Context: an optimization exercise on an open-source flow, tuned for small area, a short achievable clock period and few clock cycles per item. The choices shown serve that exercise and are no tape-out recipe. Function was checked by simulation only, so behaviour that the tests miss may differ from the original.

## double_talk_detector_unit
module double_talk_detector_unit (
   input  wire logic         clock,
   input  wire logic         reset,
   input  wire logic         req_valid,
   output logic              req_ready,
   input  wire logic [15:0]  req_far_sample,
   input  wire logic [15:0]  req_mic_sample,
   input  wire logic         req_frame_end,
   output logic              rsp_valid,
   input  wire logic         rsp_ready,
   output logic [1:0]        rsp_talk_state,
   output logic              rsp_adapt_hold,
   input  wire logic         csr_write_enable,
   input  wire logic [1:0]   csr_index,
   input  wire logic [23:0]  csr_write_data
);
clock: 10.0 ns
lec_check: 0
abc_clock_period_in_ps: 3500
cap_margin: 20
core_margin: 2
core_utilization: 40
place_density: 0.6
slew_margin: 20
synth_hierarchical: 1
standard.sh (not shown) runs the stock make flow with config.mk's settings and CLKGATE_MAP_FILE= SYNTH_SCRIPT=/design/flow/synth_recipe.tcl, a recipe that flattens the netlist after the stock synthesis.
==> flow/flow/run.sh <==
#!/bin/bash
# The standard layout, with timing repair aiming below the clock period:
# repair_timing works to a setup slack of MARGIN ns at the design's clock.
set -euo pipefail
MARGIN=${MARGIN:-6.5}
bash standard.sh finish SETUP_SLACK_MARGIN=$MARGIN > flow.log 2>&1
Testbench counts at the start, summed over its fixed seeds: cycles 29,747, items 384.
Edit:
--- a/flow/design.v
+++ b/flow/design.v
@@ -633,31 +633,29 @@
    input  wire logic         req_frame_end,
    output logic              rsp_valid,
    input  wire logic         rsp_ready,
    output logic [1:0]        rsp_talk_state,
    output logic              rsp_adapt_hold,
    input  wire logic         csr_write_enable,
    input  wire logic [1:0]   csr_index,
    input  wire logic [23:0]  csr_write_data
 );
    localparam int NB = 20;    
    localparam logic [1:0] A_IDLE = 2'd0;
-   localparam logic [1:0] A_DIVF = 2'd1;
+   localparam logic [1:0] A_DIV  = 2'd1;
    localparam logic [1:0] A_DONE = 2'd2;
-   localparam logic [1:0] A_DIVM = 2'd3;
    localparam logic [2:0] B_IDLE = 3'd0;
    localparam logic [2:0] B_FAR  = 3'd1;
    localparam logic [2:0] B_MIC  = 3'd2;
    localparam logic [2:0] B_RAT  = 3'd3;
    localparam logic [2:0] B_OUT  = 3'd4;
-   localparam logic [2:0] B_MW   = 3'd5;
    logic [15:0]   alpha_ff;
    logic [15:0]   ratio_ff;
    logic [23:0]   silence_ff;
    logic          ready_ff;
    logic          in_v_ff, in_last_ff;
    logic [14:0]   in_fy_ff, in_my_ff;
    logic          in_fs_ff, in_ms_ff;
    logic [9:0]    cnt_ff, dcnt_ff;
    logic          full_ff;
    logic          clr_ff;
    logic [40:0]   fsum_ff, msum_ff;
@@ -739,65 +737,66 @@
          cnt_ff  <= '0;
          full_ff <= 1'b0;
          clr_ff  <= 1'b1;
       end else begin
          in_v_ff <= keep_in;
          full_ff <= full_in;
          clr_ff  <= full_in && (a_st_in == A_IDLE);
          cnt_ff  <= cnt_in;
       end
    end
    logic [1:0]  a_st_in;
-   logic [1:0]  dq_o;
-   logic [10:0] drem_o;
-   logic        a_mic;
+   logic [10:0] frem_o, mrem_o;
+   logic [1:0]  fq_o, mq_o;
    logic        b_fin;
    assign load = full_ff && (a_st_ff == A_IDLE);
-   assign a_mic = (a_st_ff == A_DIVM);
-   dtd_div4 u_div (
-      .rem   (a_mic ? mrem_ff : frem_ff),
-      .nxt   (a_mic ? mq_ff[29:28] : fq_ff[29:28]),
+   dtd_div4 u_fdiv (
+      .rem   (frem_ff),
+      .nxt   (fq_ff[29:28]),
       .d     (div_ff),
       .d3    (div3_ff),
-      .rem_o (drem_o),
-      .q_o   (dq_o)
+      .rem_o (frem_o),
+      .q_o   (fq_o)
+   );
+   dtd_div4 u_mdiv (
+      .rem   (mrem_ff),
+      .nxt   (mq_ff[29:28]),
+      .d     (div_ff),
+      .d3    (div3_ff),
+      .rem_o (mrem_o),
+      .q_o   (mq_o)
    );
    always_comb begin
       a_st_in = a_st_ff;
       case (a_st_ff)
-         A_IDLE:  if (full_ff) a_st_in = A_DIVF;
-         A_DIVF:  if (a_cnt_ff == 4'd14) a_st_in = A_DIVM;
-         A_DIVM:  if (a_cnt_ff == 4'd14) a_st_in = A_DONE;
+         A_IDLE:  if (full_ff) a_st_in = A_DIV;
+         A_DIV:   if (a_cnt_ff == 4'd14) a_st_in = A_DONE;
          A_DONE:  if (b_fin) a_st_in = A_IDLE;
          default: a_st_in = A_IDLE;
       endcase
    end
    always_ff @(posedge clock) begin
       if (load) begin
          frem_ff  <= fres[40:30];
          fq_ff    <= fres[29:0];
          mrem_ff  <= mres[40:30];
          mq_ff    <= mres[29:0];
          div_ff   <= {1'b0, dcnt_ff} + 11'd2;
          div3_ff  <= {3'b0, dcnt_ff} + {2'b0, dcnt_ff, 1'b0} + 13'd6;
          a_cnt_ff <= '0;
-      end else begin
-         if (a_st_ff == A_DIVF) begin
-            frem_ff <= drem_o;
-            fq_ff   <= {fq_ff[27:0], dq_o};
-         end
-         if (a_st_ff == A_DIVM) begin
-            mrem_ff <= drem_o;
-            mq_ff   <= {mq_ff[27:0], dq_o};
-         end
-         a_cnt_ff <= (a_cnt_ff == 4'd14) ? 4'd0 : a_cnt_ff + 4'd1;
+      end else if (a_st_ff == A_DIV) begin
+         frem_ff  <= frem_o;
+         fq_ff    <= {fq_ff[27:0], fq_o};
+         mrem_ff  <= mrem_o;
+         mq_ff    <= {mq_ff[27:0], mq_o};
+         a_cnt_ff <= a_cnt_ff + 4'd1;
       end
       if (reset) begin
          a_st_ff <= A_IDLE;
       end else begin
          a_st_ff <= a_st_in;
       end
    end
    logic [2:0]  b_ph_in;
    logic [3:0]  b_j_in;
    logic        out_free;
    logic        far_on, mic_on, hit;
@@ -811,35 +810,31 @@
    ctl_type     ctl_ff, ctl_in;
    logic [3:0]  bidx_in;
    logic [15:0] mval_in;
    logic [2:0]  trip_in;
    logic        d_one, d_two, d_neg;
    always_comb begin
       b_ph_in = b_ph_ff;
       b_j_in  = b_j_ff + 4'd1;
       case (b_ph_ff)
          B_IDLE: begin
             b_j_in = '0;
-            if (a_st_ff == A_DIVM || a_st_ff == A_DONE) b_ph_in = B_FAR;
+            if (a_st_ff == A_DONE) b_ph_in = B_FAR;
          end
          B_FAR, B_MIC, B_RAT: begin
             if (b_j_ff == 4'd10) begin
                b_j_in  = '0;
-               b_ph_in = (b_ph_ff == B_FAR) ? ((a_st_ff == A_DONE) ? B_MIC : B_MW) :
+               b_ph_in = (b_ph_ff == B_FAR) ? B_MIC :
                          (b_ph_ff == B_MIC) ? B_RAT : B_OUT;
             end
          end
-         B_MW: begin
-            b_j_in = '0;
-            if (a_st_ff == A_DONE) b_ph_in = B_MIC;
-         end
          B_OUT: begin
             b_j_in = '0;
             if (out_free) b_ph_in = B_IDLE;
          end
          default: begin
             b_j_in  = '0;
             b_ph_in = B_IDLE;
          end
       endcase
    end
    always_comb begin
Effect: Count of clock-buffer cells in the layout drops by 5. Routed wire length hardly moves. Non-clock buffer count falls by 34. Global-route usage decreases by 0.74 points. Worst setup slack improves by 0.073 ns. Cell area grows by a few percent. Critical path depth goes down by 6.
Testbench counts after the change, summed over its fixed seeds: cycles 29,390, items 384.

-- separate check: timing with driven ports --
How much do the figures lean on ideal ports? The routed layouts below were timed once more, with nothing changed but the port constraints. Step 1: set_driving_cell puts a clkbuf_16 on clock and a buf_2 on each other input, an assumption about the parent block. Step 2, shift: input delay + t, output delay - t, t = (earliest + latest rising clock arrival at the registers) / 2. This alone moves slack from input paths to output paths. a / b / c = ideal ports / drivers / drivers and shift; a / b = the first two.
run | shift t [ns] | setup WS [ns] | hold WS [ns] | worst setup path at the end
the first run | 0.686 | 6.437 / 6.437 / 5.985 | 0.435 / 0.435 / 0.435 | input to register
the second run | 0.684 | 6.510 / 6.510 / 5.979 | 0.446 / 0.446 / 0.446 | input to register
After both steps setup and hold are still met in every run listed. For the second run, which loses most, drivers alone change the setup slack by 0.000 ns; drivers and shift together by -0.531 ns.
